This design comes from an exercise in tuning for a short achievable clock period and few clock cycles per item on the open sky130 flow, not from production work. Only simulation tests tie the RTL to the original design; equivalence was not proved. Power figures rest on the tool's default switching activity, not on a simulated workload.

==> 09-12 <==
==> flow/design.v <==
package lbpt_pkg;
    localparam int TAG_W  = 24;
    localparam int SLOT_W = 6;
    typedef enum logic [1:0] {
        ACT_ACCESS,
        ACT_DIRTY,
        ACT_FREE,
        ACT_FLUSH
    } action_t;
    typedef enum logic [2:0] {
        ST_HIT,
        ST_MISS_FREE,
        ST_MISS_EVICT,
        ST_DIRTY_SET,
        ST_FREED,
        ST_NOT_RES,
        ST_FLUSH_ENTRY,
        ST_FLUSH_EMPTY
    } status_t;
    typedef enum logic [3:0] {
        S_IDLE,
        S_SCAN,
        S_DEC,
        S_WSTK,
        S_WVIC,
        S_EMIT,
        S_FSRCH,
        S_FRD,
        S_FEMIT
    } fsm_t;
endpackage
module lbpt_ram #(
    parameter int W = 8,
    parameter int D = 16
) (
    input  logic                 clk,
    input  logic                 we,
    input  logic [$clog2(D)-1:0] waddr,
    input  logic [W-1:0]         wdata,
    input  logic [$clog2(D)-1:0] raddr,
    output logic [W-1:0]         rdata
);
    logic [W-1:0] mem_reg [D];
    logic [W-1:0] rdata_reg;
    always_ff @(posedge clk)
    begin
        if (we)
        begin
            mem_reg[waddr] <= wdata;
        end
        rdata_reg <= mem_reg[raddr];
    end
    assign rdata = rdata_reg;
endmodule
module lru_buffer_pool_tags_core #(
    parameter int SLOTS = 16
) (
    input  logic              clk,
    input  logic              rst_n,
    input  logic              in_valid,
    output logic              in_ready,
    input  logic [1:0]        action,
    input  logic [lbpt_pkg::TAG_W-1:0]  block_number,
    output logic              out_valid,
    input  logic              out_ready,
    output logic [2:0]        status,
    output logic [lbpt_pkg::SLOT_W-1:0] slot,
    output logic [lbpt_pkg::TAG_W-1:0]  resident_block,
    output logic [lbpt_pkg::TAG_W-1:0]  evicted_block,
    output logic              write_back,
    output logic              last
);
    localparam int SW = $clog2(SLOTS);
    localparam int CW = $clog2(SLOTS + 1);
    localparam int TW = lbpt_pkg::TAG_W;
    localparam int RW = 3 + SW + TW + TW + 2;
    logic              s0_v;
    logic              s0_acc, s0_drt, s0_fre, s0_flu;
    logic [TW-1:0]     s0_blk;
    logic [SLOTS-1:0]  hit_v;
    logic              any_hit;
    logic              nrdy_reg;
    logic [SLOTS-1:0]            valid_reg;
    logic [SLOTS-1:0]            dirty_reg;
    logic [SLOTS-1:0][TW-1:0]    tag_reg;
    logic [SLOTS-1:0][SLOTS-1:0] ord_reg;
    logic [SLOTS-1:0][SLOTS-1:0] ord;
    logic [SLOTS-1:0][SW-1:0]    stk_reg;
    logic [CW-1:0]               nv_reg;
    logic                        full_reg, empty_reg, one_reg;
    logic              fl_busy;
    logic [SLOTS-1:0]  rem_reg;
    logic [CW-1:0]     left_reg;
    logic              fldone_reg;
    logic              f_v;
    logic [2:0]        f_st;
    logic [SW-1:0]     f_sl;
    logic [TW-1:0]     f_res;
    logic              f_fl;
    logic [SLOTS-1:0]  f_oh;
    logic [TW-1:0]     f_evc;
    logic              f_wb;
    logic              f_last;
    logic [TW-1:0]     f_tag;
    logic              f_enc;
    logic              f_ev;
    logic [SW-1:0]     f_bin;
    logic              o_v, k1_v, k2_v;
    logic [RW-1:0]     o_r, k1_r, k2_r;
    logic              pop;
    logic [1:0]        q_cnt, q_next;
    logic              room_reg;
    logic [SW-1:0]     hit_bin;
    logic [SLOTS-1:0]  top_oh;
    logic [SW-1:0]     top_bin;
    logic [SLOTS-1:0]  vic_oh;
    logic [TW-1:0]     vic_tag;
    logic              vic_dirty;
    logic [SLOTS-1:0]  msel;
    logic [SLOTS-1:0]  nxt_oh;
    logic              fl_last;
    logic              go;
    logic              done;
    logic              is_acc, is_drt, is_fre, is_flu;
    logic              upd_acc, inc, dec;
    logic [SLOTS-1:0]  sel;
    logic [SLOTS-1:0]  tag_we;
    logic [SLOTS-1:0]  valid_next;
    logic [CW-1:0]     nv_next;
    logic              full_next, empty_next, one_next;
    logic              busy_next;
    logic [CW-1:0]     left_next;
    logic              fldone_next;
    logic [SLOTS-1:0]  eq_in;
    logic              same_in;
    logic [SLOTS-1:0]  hit_next;
    logic              s0_v_next;
    logic              flu_next;
    logic [RW-1:0]     res;
    logic [2:0]        r_st;
    logic [SW-1:0]     r_sl;
    logic [TW-1:0]     r_res;
    logic              r_wb;
    logic              r_last;
    assign is_acc = s0_acc;
    assign is_drt = s0_drt;
    assign is_fre = s0_fre;
    assign is_flu = s0_flu;
    always_comb
    begin
        for (int i = 0; i < SLOTS; i++)
        begin
            for (int j = 0; j < SLOTS; j++)
            begin
                if (i < j)      ord[i][j] = ord_reg[i][j];
                else if (i > j) ord[i][j] = !ord_reg[j][i];
                else            ord[i][j] = 1'b0;
            end
        end
    end
    always_comb
    begin
        for (int i = 0; i < SLOTS; i++)
        begin
            vic_oh[i] = 1'b1;
            for (int j = 0; j < SLOTS; j++)
            begin
                if (j != i && ord[i][j]) vic_oh[i] = 1'b0;
            end
        end
    end
    always_comb
    begin
        for (int i = 0; i < SLOTS; i++)
        begin
            nxt_oh[i] = rem_reg[i];
            for (int j = 0; j < SLOTS; j++)
            begin
                if (j != i && rem_reg[j] && !ord[i][j]) nxt_oh[i] = 1'b0;
            end
        end
    end
    assign fl_last = fl_busy ? (left_reg == CW'(1)) : one_reg;
    assign top_bin = stk_reg[0];
    always_comb
    begin
        for (int i = 0; i < SLOTS; i++)
        begin
            top_oh[i] = (top_bin == SW'(i));
        end
    end
    always_comb
    begin
        hit_bin   = '0;
        vic_tag   = '0;
        vic_dirty = 1'b0;
        for (int i = 0; i < SLOTS; i++)
        begin
            if (hit_v[i])  hit_bin = hit_bin | SW'(i);
            if (vic_oh[i]) vic_tag = vic_tag | tag_reg[i];
            if (vic_oh[i]) vic_dirty = vic_dirty | dirty_reg[i];
        end
    end
    assign go       = s0_v && room_reg;
    assign done     = go && (!is_flu || fldone_reg);
    assign in_ready = !nrdy_reg;
    assign any_hit  = |hit_v;
    assign upd_acc  = go && is_acc;
    assign inc      = upd_acc && !any_hit && !full_reg;
    assign dec      = go && is_fre && any_hit;
    assign msel   = full_reg ? vic_oh : top_oh;
    assign sel    = any_hit ? hit_v : msel;
    assign tag_we = !upd_acc ? '0 : (!full_reg ? top_oh : (any_hit ? '0 : vic_oh));
    always_comb
    begin
        r_st   = 3'd0;
        r_sl   = '0;
        r_res  = '0;
        r_wb   = 1'b0;
        r_last = 1'b1;
        if (is_acc)
        begin
                r_res = s0_blk;
                if (any_hit)
                begin
                    r_st = 3'd0;
                    r_sl = hit_bin;
                end
                else if (!full_reg)
                begin
                    r_st = 3'd1;
                    r_sl = top_bin;
                end
                else
                begin
                    r_st  = 3'd2;
                    r_wb  = vic_dirty;
                end
        end
        else if (is_drt || is_fre)
        begin
                if (any_hit)
                begin
                    r_st  = is_drt ? 3'd3 : 3'd4;
                    r_sl  = hit_bin;
                    r_res = s0_blk;
                end
                else
                begin
                    r_st = 3'd5;
                end
        end
        else
        begin
                if (empty_reg)
                begin
                    r_st = 3'd7;
                end
                else
                begin
                    r_st   = 3'd6;
                    r_wb   = 1'b1;
                    r_last = fl_last;
                end
        end
    end
    always_comb
    begin
        valid_next = valid_reg;
        if (upd_acc && !any_hit) valid_next = valid_reg | msel;
        if (dec) valid_next = valid_reg & ~hit_v;
        nv_next    = nv_reg;
        full_next  = full_reg;
        empty_next = empty_reg;
        one_next   = one_reg;
        if (inc)
        begin
            nv_next    = nv_reg + CW'(1);
            full_next  = (nv_reg == CW'(SLOTS - 1));
            empty_next = 1'b0;
            one_next   = (nv_reg == CW'(0));
        end
        else if (dec)
        begin
            nv_next    = nv_reg - CW'(1);
            full_next  = 1'b0;
            empty_next = (nv_reg == CW'(1));
            one_next   = (nv_reg == CW'(2));
        end
    end
    always_comb
    begin
        busy_next = fl_busy;
        left_next = left_reg;
        if (go && is_flu && !empty_reg)
        begin
            busy_next = !fl_last;
            left_next = (fl_busy ? left_reg : nv_reg) - CW'(1);
        end
        fldone_next = busy_next ? (left_next == CW'(1)) : (empty_next || one_next);
    end
    always_comb
    begin
        for (int i = 0; i < SLOTS; i++)
        begin
            eq_in[i] = (tag_reg[i] == block_number);
        end
    end
    assign same_in = (block_number == s0_blk);
    always_comb
    begin
        for (int i = 0; i < SLOTS; i++)
        begin
            hit_next[i] = valid_next[i] && (tag_we[i] ? same_in : eq_in[i]);
        end
    end
    assign s0_v_next = in_ready ? in_valid : (s0_v && !done);
    assign flu_next  = in_ready ? (action == 2'd3) : is_flu;
    assign pop    = o_v && out_ready;
    assign q_cnt  = {1'b0, o_v} + {1'b0, k1_v} + {1'b0, k2_v};
    assign q_next = q_cnt - {1'b0, pop} + {1'b0, f_v};
    always_ff @(posedge clk or negedge rst_n)
    begin
        if (!rst_n)
        begin
            s0_v     <= 1'b0;
            nrdy_reg <= 1'b0;
        end
        else
        begin
            s0_v     <= s0_v_next;
            nrdy_reg <= s0_v_next && !((q_next + {1'b0, go} <= 2'd2) && (!flu_next || fldone_next));
        end
    end
    always_ff @(posedge clk)
    begin
        if (in_ready)
        begin
            s0_acc  <= (action == 2'd0);
            s0_drt  <= (action == 2'd1);
            s0_fre  <= (action == 2'd2);
            s0_flu  <= (action == 2'd3);
            s0_blk  <= block_number;
            hit_v   <= hit_next;
        end
    end
    always_ff @(posedge clk or negedge rst_n)
    begin
        if (!rst_n)
        begin
            valid_reg  <= '0;
            nv_reg     <= '0;
            full_reg   <= 1'b0;
            empty_reg  <= 1'b1;
            one_reg    <= 1'b0;
            fl_busy    <= 1'b0;
            left_reg   <= '0;
            rem_reg    <= '0;
            fldone_reg <= 1'b1;
        end
        else
        begin
            valid_reg  <= valid_next;
            nv_reg     <= nv_next;
            full_reg   <= full_next;
            empty_reg  <= empty_next;
            one_reg    <= one_next;
            fl_busy    <= busy_next;
            left_reg   <= left_next;
            rem_reg    <= busy_next ? (go ? (rem_reg & ~nxt_oh) : rem_reg) : valid_next;
            fldone_reg <= fldone_next;
        end
    end
    always_ff @(posedge clk or negedge rst_n)
    begin
        if (!rst_n)
        begin
            dirty_reg <= '0;
            for (int i = 0; i < SLOTS; i++)
            begin
                stk_reg[i] <= SW'(SLOTS - 1 - i);
            end
            ord_reg   <= '0;
        end
        else if (go)
        begin
            if (is_acc)
                begin
                    for (int i = 0; i < SLOTS; i++)
                    begin
                        for (int j = 0; j < SLOTS; j++)
                        begin
                            if (i < j)
                            begin
                                if (sel[i])      ord_reg[i][j] <= 1'b1;
                                else if (sel[j]) ord_reg[i][j] <= 1'b0;
                            end
                        end
                    end
                    if (!any_hit)
                    begin
                        dirty_reg <= dirty_reg & ~msel;
                        if (!full_reg)
                        begin
                            for (int i = 0; i < SLOTS - 1; i++)
                            begin
                                stk_reg[i] <= stk_reg[i + 1];
                            end
                        end
                    end
                end
            else if (is_drt)
                begin
                    dirty_reg <= dirty_reg | hit_v;
                end
            else if (is_fre)
                begin
                    if (any_hit)
                    begin
                        dirty_reg <= dirty_reg & ~hit_v;
                        stk_reg[0] <= hit_bin;
                        for (int i = 1; i < SLOTS; i++)
                        begin
                            stk_reg[i] <= stk_reg[i - 1];
                        end
                    end
                end
        end
    end
    always_ff @(posedge clk)
    begin
        for (int i = 0; i < SLOTS; i++)
        begin
            if (tag_we[i]) tag_reg[i] <= s0_blk;
        end
    end
    always_ff @(posedge clk or negedge rst_n)
    begin
        if (!rst_n)
        begin
            f_v <= 1'b0;
        end
        else
        begin
            f_v <= go;
        end
    end
    always_ff @(posedge clk)
    begin
        f_st   <= r_st;
        f_sl   <= r_sl;
        f_res  <= r_res;
        f_fl   <= is_flu && !empty_reg;
        f_enc  <= (is_flu && !empty_reg) || (is_acc && !any_hit && full_reg);
        f_ev   <= is_acc && !any_hit && full_reg;
        f_oh   <= is_flu ? nxt_oh : vic_oh;
        f_evc  <= vic_tag;
        f_wb   <= r_wb;
        f_last <= r_last;
    end
    always_comb
    begin
        f_tag = '0;
        f_bin = '0;
        for (int i = 0; i < SLOTS; i++)
        begin
            if (f_oh[i]) f_tag = f_tag | tag_reg[i];
            if (f_oh[i]) f_bin = f_bin | SW'(i);
        end
    end
    assign res = {f_st, f_enc ? f_bin : f_sl, f_fl ? f_tag : f_res,
                  f_ev ? f_evc : TW'(0), f_wb, f_last};
    always_ff @(posedge clk or negedge rst_n)
    begin
        if (!rst_n)
        begin
            o_v      <= 1'b0;
            k1_v     <= 1'b0;
            k2_v     <= 1'b0;
            room_reg <= 1'b1;
        end
        else
        begin
            o_v      <= (q_next >= 2'd1);
            k1_v     <= (q_next >= 2'd2);
            k2_v     <= (q_next >= 2'd3);
            room_reg <= (q_next + {1'b0, go} <= 2'd2);
        end
    end
    always_ff @(posedge clk)
    begin
        if (pop)
        begin
            o_r  <= k1_v ? k1_r : res;
            k1_r <= k2_v ? k2_r : res;
            k2_r <= res;
        end
        else
        begin
            if (!o_v)       o_r  <= res;
            else if (!k1_v) k1_r <= res;
            else if (!k2_v) k2_r <= res;
        end
    end
    assign out_valid = o_v;
    assign {status, slot, resident_block, evicted_block, write_back, last} =
        {o_r[RW-1 -: 3], 2'b00, o_r[RW-4 -: SW], o_r[2*TW+1:0]};
endmodule
==> flow/run.sh <==
#!/bin/bash
# synth_recipe.tcl (not shown) runs the flow's synth.tcl, then flattens the netlist and writes it again
# the make line also repeats each setting of config.mk as NAME=value (left out here)
make -C /OpenROAD-flow-scripts/flow DESIGN_CONFIG=/design/flow/config.mk WORK_HOME=/design/flow/orfs CLKGATE_MAP_FILE= SYNTH_SCRIPT=/design/flow/synth_recipe.tcl finish
==> flow/config.mk <==
export PLATFORM = sky130hd
export DESIGN_NAME = lru_buffer_pool_tags_core
export DESIGN_NICKNAME = lru_buffer_pool_tags_core
export VERILOG_FILES = /design/flow/design.v
export SDC_FILE = /design/flow/constraint.sdc
export NUM_CORES = 4
export LEC_CHECK = 0
export ABC_CLOCK_PERIOD_IN_PS = 1500
export CAP_MARGIN = 20
export CORE_MARGIN = 2
export CORE_UTILIZATION = 40
export SETUP_SLACK_MARGIN = 2.3
export SLEW_MARGIN = 20
==> flow/constraint.sdc <==
create_clock -name core_clock -period 5.0 [get_ports {clk}]
set_input_delay 1.0000 -clock core_clock [delete_from_list [all_inputs] [get_ports {clk}]]
set_output_delay 1.0000 -clock core_clock [all_outputs]
set_load 0.01 [all_outputs]
==> 11-23: changes against 09-12 <==
==> flow/design.v, changed modules only <==
module lru_buffer_pool_tags_core #(
    parameter int SLOTS = 16
) (
    input  logic              clk,
    input  logic              rst_n,
    input  logic              in_valid,
    output logic              in_ready,
    input  logic [1:0]        action,
    input  logic [lbpt_pkg::TAG_W-1:0]  block_number,
    output logic              out_valid,
    input  logic              out_ready,
    output logic [2:0]        status,
    output logic [lbpt_pkg::SLOT_W-1:0] slot,
    output logic [lbpt_pkg::TAG_W-1:0]  resident_block,
    output logic [lbpt_pkg::TAG_W-1:0]  evicted_block,
    output logic              write_back,
    output logic              last
);
    localparam int SW = $clog2(SLOTS);
    localparam int CW = $clog2(SLOTS + 1);
    localparam int TW = lbpt_pkg::TAG_W;
    localparam int RW = 3 + SW + TW + TW + 2;
    logic              s0_v;
    logic [1:0]        s0_act;
    logic [TW-1:0]     s0_blk;
    logic [SLOTS-1:0]  hit_v;
    logic              any_hit;
    logic              nrdy_reg;
    logic [SLOTS-1:0]            valid_reg;
    logic [SLOTS-1:0]            dirty_reg;
    logic [SLOTS-1:0][TW-1:0]    tag_reg;
    logic [SLOTS-1:0][SLOTS-1:0] ord_reg;
    logic [SLOTS-1:0][SLOTS-1:0] ord;
    logic [SLOTS-1:0][SW-1:0]    stk_reg;
    logic [CW-1:0]               nv_reg;
    logic                        full_reg, empty_reg, one_reg;
    logic              fl_busy;
    logic [SLOTS-1:0]  rem_reg;
    logic [CW-1:0]     left_reg;
    logic              fldone_reg;
    logic              f_v;
    logic [2:0]        f_st;
    logic [SW-1:0]     f_sl;
    logic [TW-1:0]     f_res;
    logic              f_fl;
    logic [SLOTS-1:0]  f_oh;
    logic [TW-1:0]     f_evc;
    logic              f_wb;
    logic              f_last;
    logic [TW-1:0]     f_tag;
    logic              f_enc;
    logic              f_ev;
    logic [SW-1:0]     f_bin;
    logic              f_go;
    logic              f_v_next;
    logic              o_v, k_v;
    logic [RW-1:0]     o_r, k_r;
    logic [SW-1:0]     hit_bin;
    logic [SLOTS-1:0]  top_oh;
    logic [SW-1:0]     top_bin;
    logic [SLOTS-1:0]  vic_oh;
    logic [TW-1:0]     vic_tag;
    logic              vic_dirty;
    logic [SLOTS-1:0]  msel;
    logic [SLOTS-1:0]  nxt_oh;
    logic              fl_last;
    logic              go;
    logic              done;
    logic              is_acc, is_drt, is_fre, is_flu;
    logic              upd_acc, inc, dec;
    logic [SLOTS-1:0]  sel;
    logic [SLOTS-1:0]  tag_we;
    logic [SLOTS-1:0]  valid_next;
    logic [CW-1:0]     nv_next;
    logic              full_next, empty_next, one_next;
    logic              busy_next;
    logic [CW-1:0]     left_next;
    logic              fldone_next;
    logic [SLOTS-1:0]  eq_in;
    logic              same_in;
    logic [SLOTS-1:0]  hit_next;
    logic              s0_v_next;
    logic              flu_next;
    logic              k_v_next;
    logic [RW-1:0]     res;
    logic [2:0]        r_st;
    logic [SW-1:0]     r_sl;
    logic [TW-1:0]     r_res;
    logic              r_wb;
    logic              r_last;
    assign is_acc = (s0_act == 2'd0);
    assign is_drt = (s0_act == 2'd1);
    assign is_fre = (s0_act == 2'd2);
    assign is_flu = (s0_act == 2'd3);
    always_comb
    begin
        for (int i = 0; i < SLOTS; i++)
        begin
            for (int j = 0; j < SLOTS; j++)
            begin
                if (i < j)      ord[i][j] = ord_reg[i][j];
                else if (i > j) ord[i][j] = !ord_reg[j][i];
                else            ord[i][j] = 1'b0;
            end
        end
    end
    always_comb
    begin
        for (int i = 0; i < SLOTS; i++)
        begin
            vic_oh[i] = 1'b1;
            for (int j = 0; j < SLOTS; j++)
            begin
                if (j != i && ord[i][j]) vic_oh[i] = 1'b0;
            end
        end
    end
    always_comb
    begin
        for (int i = 0; i < SLOTS; i++)
        begin
            nxt_oh[i] = rem_reg[i];
            for (int j = 0; j < SLOTS; j++)
            begin
                if (j != i && rem_reg[j] && !ord[i][j]) nxt_oh[i] = 1'b0;
            end
        end
    end
    assign fl_last = fl_busy ? (left_reg == CW'(1)) : one_reg;
    assign top_bin = stk_reg[0];
    always_comb
    begin
        for (int i = 0; i < SLOTS; i++)
        begin
            top_oh[i] = (top_bin == SW'(i));
        end
    end
    always_comb
    begin
        hit_bin   = '0;
        vic_tag   = '0;
        vic_dirty = 1'b0;
        for (int i = 0; i < SLOTS; i++)
        begin
            if (hit_v[i])  hit_bin = hit_bin | SW'(i);
            if (vic_oh[i]) vic_tag = vic_tag | tag_reg[i];
            if (vic_oh[i]) vic_dirty = vic_dirty | dirty_reg[i];
        end
    end
    assign any_hit  = |hit_v;
    assign go       = s0_v && (!f_v || !k_v);
    assign f_go     = f_v && !k_v;
    assign done     = go && (!is_flu || fldone_reg);
    assign in_ready = !nrdy_reg;
    assign upd_acc  = go && is_acc;
    assign inc      = upd_acc && !any_hit && !full_reg;
    assign dec      = go && is_fre && any_hit;
    assign msel   = full_reg ? vic_oh : top_oh;
    assign sel    = any_hit ? hit_v : msel;
    assign tag_we = !upd_acc ? '0 : (!full_reg ? top_oh : (any_hit ? '0 : vic_oh));
    always_comb
    begin
        r_st   = 3'd0;
        r_sl   = '0;
        r_res  = '0;
        r_wb   = 1'b0;
        r_last = 1'b1;
        case (s0_act)
            2'd0:
            begin
                r_res = s0_blk;
                if (any_hit)
                begin
                    r_st = 3'd0;
                    r_sl = hit_bin;
                end
                else if (!full_reg)
                begin
                    r_st = 3'd1;
                    r_sl = top_bin;
                end
                else
                begin
                    r_st  = 3'd2;
                    r_wb  = vic_dirty;
                end
            end
            2'd1, 2'd2:
            begin
                if (any_hit)
                begin
                    r_st  = is_drt ? 3'd3 : 3'd4;
                    r_sl  = hit_bin;
                    r_res = s0_blk;
                end
                else
                begin
                    r_st = 3'd5;
                end
            end
            default:
            begin
                if (empty_reg)
                begin
                    r_st = 3'd7;
                end
                else
                begin
                    r_st   = 3'd6;
                    r_wb   = 1'b1;
                    r_last = fl_last;
                end
            end
        endcase
    end
    always_comb
    begin
        valid_next = valid_reg;
        if (upd_acc && !any_hit) valid_next = valid_reg | msel;
        if (dec) valid_next = valid_reg & ~hit_v;
        nv_next    = nv_reg;
        full_next  = full_reg;
        empty_next = empty_reg;
        one_next   = one_reg;
        if (inc)
        begin
            nv_next    = nv_reg + CW'(1);
            full_next  = (nv_reg == CW'(SLOTS - 1));
            empty_next = 1'b0;
            one_next   = (nv_reg == CW'(0));
        end
        else if (dec)
        begin
            nv_next    = nv_reg - CW'(1);
            full_next  = 1'b0;
            empty_next = (nv_reg == CW'(1));
            one_next   = (nv_reg == CW'(2));
        end
    end
    always_comb
    begin
        busy_next = fl_busy;
        left_next = left_reg;
        if (go && is_flu && !empty_reg)
        begin
            busy_next = !fl_last;
            left_next = (fl_busy ? left_reg : nv_reg) - CW'(1);
        end
        fldone_next = busy_next ? (left_next == CW'(1)) : (empty_next || one_next);
    end
    always_comb
    begin
        for (int i = 0; i < SLOTS; i++)
        begin
            eq_in[i] = (tag_reg[i] == block_number);
        end
    end
    assign same_in = (block_number == s0_blk);
    always_comb
    begin
        for (int i = 0; i < SLOTS; i++)
        begin
            hit_next[i] = valid_next[i] && (tag_we[i] ? same_in : eq_in[i]);
        end
    end
    assign s0_v_next = in_ready ? in_valid : (s0_v && !done);
    assign flu_next  = in_ready ? (action == 2'd3) : is_flu;
    assign f_v_next  = go || (f_v && k_v);
    assign k_v_next  = (!o_v || out_ready) ? 1'b0 : (k_v || f_go);
    always_ff @(posedge clk or negedge rst_n)
    begin
        if (!rst_n)
        begin
            s0_v     <= 1'b0;
            nrdy_reg <= 1'b0;
        end
        else
        begin
            s0_v     <= s0_v_next;
            nrdy_reg <= s0_v_next && !((!f_v_next || !k_v_next) && (!flu_next || fldone_next));
        end
    end
    always_ff @(posedge clk)
    begin
        if (in_ready)
        begin
            s0_act  <= action;
            s0_blk  <= block_number;
            hit_v   <= hit_next;
        end
    end
    always_ff @(posedge clk or negedge rst_n)
    begin
        if (!rst_n)
        begin
            valid_reg  <= '0;
            nv_reg     <= '0;
            full_reg   <= 1'b0;
            empty_reg  <= 1'b1;
            one_reg    <= 1'b0;
            fl_busy    <= 1'b0;
            left_reg   <= '0;
            rem_reg    <= '0;
            fldone_reg <= 1'b1;
        end
        else
        begin
            valid_reg  <= valid_next;
            nv_reg     <= nv_next;
            full_reg   <= full_next;
            empty_reg  <= empty_next;
            one_reg    <= one_next;
            fl_busy    <= busy_next;
            left_reg   <= left_next;
            rem_reg    <= busy_next ? (go ? (rem_reg & ~nxt_oh) : rem_reg) : valid_next;
            fldone_reg <= fldone_next;
        end
    end
    always_ff @(posedge clk or negedge rst_n)
    begin
        if (!rst_n)
        begin
            dirty_reg <= '0;
            for (int i = 0; i < SLOTS; i++)
            begin
                stk_reg[i] <= SW'(SLOTS - 1 - i);
            end
            ord_reg   <= '0;
        end
        else if (go)
        begin
            case (s0_act)
                2'd0:
                begin
                    for (int i = 0; i < SLOTS; i++)
                    begin
                        for (int j = 0; j < SLOTS; j++)
                        begin
                            if (i < j)
                            begin
                                if (sel[i])      ord_reg[i][j] <= 1'b1;
                                else if (sel[j]) ord_reg[i][j] <= 1'b0;
                            end
                        end
                    end
                    if (!any_hit)
                    begin
                        dirty_reg <= dirty_reg & ~msel;
                        if (!full_reg)
                        begin
                            for (int i = 0; i < SLOTS - 1; i++)
                            begin
                                stk_reg[i] <= stk_reg[i + 1];
                            end
                        end
                    end
                end
                2'd1:
                begin
                    dirty_reg <= dirty_reg | hit_v;
                end
                2'd2:
                begin
                    if (any_hit)
                    begin
                        dirty_reg <= dirty_reg & ~hit_v;
                        stk_reg[0] <= hit_bin;
                        for (int i = 1; i < SLOTS; i++)
                        begin
                            stk_reg[i] <= stk_reg[i - 1];
                        end
                    end
                end
                default:
                begin
                end
            endcase
        end
    end
    always_ff @(posedge clk)
    begin
        for (int i = 0; i < SLOTS; i++)
        begin
            if (tag_we[i]) tag_reg[i] <= s0_blk;
        end
    end
    always_ff @(posedge clk or negedge rst_n)
    begin
        if (!rst_n)
        begin
            f_v <= 1'b0;
        end
        else
        begin
            f_v <= f_v_next;
        end
    end
    always_ff @(posedge clk)
    begin
        if (go)
        begin
            f_st   <= r_st;
            f_sl   <= r_sl;
            f_res  <= r_res;
            f_fl   <= is_flu && !empty_reg;
            f_enc  <= (is_flu && !empty_reg) || (is_acc && !any_hit && full_reg);
            f_ev   <= is_acc && !any_hit && full_reg;
            f_oh   <= is_flu ? nxt_oh : vic_oh;
            f_evc  <= vic_tag;
            f_wb   <= r_wb;
            f_last <= r_last;
        end
    end
    always_comb
    begin
        f_tag = '0;
        f_bin = '0;
        for (int i = 0; i < SLOTS; i++)
        begin
            if (f_oh[i]) f_tag = f_tag | tag_reg[i];
            if (f_oh[i]) f_bin = f_bin | SW'(i);
        end
    end
    assign res = {f_st, f_enc ? f_bin : f_sl, f_fl ? f_tag : f_res,
                  f_ev ? f_evc : TW'(0), f_wb, f_last};
    always_ff @(posedge clk or negedge rst_n)
    begin
        if (!rst_n)
        begin
            o_v <= 1'b0;
            k_v <= 1'b0;
        end
        else
        begin
            o_v <= (!o_v || out_ready) ? (k_v || f_go) : 1'b1;
            k_v <= k_v_next;
        end
    end
    always_ff @(posedge clk)
    begin
        if (!o_v || out_ready)
        begin
            o_r <= k_v ? k_r : res;
        end
        if (!k_v)
        begin
            k_r <= res;
        end
    end
    assign out_valid = o_v;
    assign {status, slot, resident_block, evicted_block, write_back, last} =
        {o_r[RW-1 -: 3], 2'b00, o_r[RW-4 -: SW], o_r[2*TW+1:0]};
endmodule
SETUP_SLACK_MARGIN = 3.0   (was 2.3)
==> comparison <==
Of 09-12 and 11-23, 11-23 has the higher first-iteration DRC count (gap about 17%, measured against 11-23). In 11-23 the flip-flop and latch count is lower than in 09-12, by 61. Against 11-23, the final area of 09-12 is smaller by 11%. In 09-12 the worst hold slack is better than in 11-23, by 0.013 ns. In 09-12 the combinational power is lower than in 11-23, by 36%. Between 09-12 and 11-23, the lower clock skew is in 09-12 (gap 0.00079 ns).
Testbench counts of 09-12, summed over its fixed seeds: cycles 15,248, items 12,000.
Testbench counts of 11-23, summed over its fixed seeds: cycles 15,248, items 12,000.

[re-timing with driven ports]
The results above use ideal ports. As a check the final layouts listed here were re-extracted and re-timed, cells and wires unchanged. Step 1, drivers: a clkbuf_16 drives clk and a buf_2 each remaining input, both assumed. Step 2 times the ports against the registers' clock, not the clock port: input delays grow and output delays shrink by t, the midpoint of the rising clock arrivals with the driver on. Three values: ideal ports, drivers, drivers and shift; two values: the first two.
| run | t (ns) | setup slack, ns | hold WS [ns] | worst setup path after step 2 | worst register clock-pin slew, ns |
|---|---|---|---|---|---|
| 09-12 | 0.760 | 2.217 / 2.217 / 1.486 | 0.291 / 0.264 / 0.484 | input to register | 0.08 / 0.08 |
| 11-23 | 0.766 | 2.208 / 2.208 / 1.751 | 0.278 / 0.255 / 0.447 | input to register | 0.08 / 0.08 |
After both steps every run listed still meets setup and hold. For 09-12, which loses most, drivers alone change the setup slack by 0.000 ns; drivers and shift together by -0.731 ns.
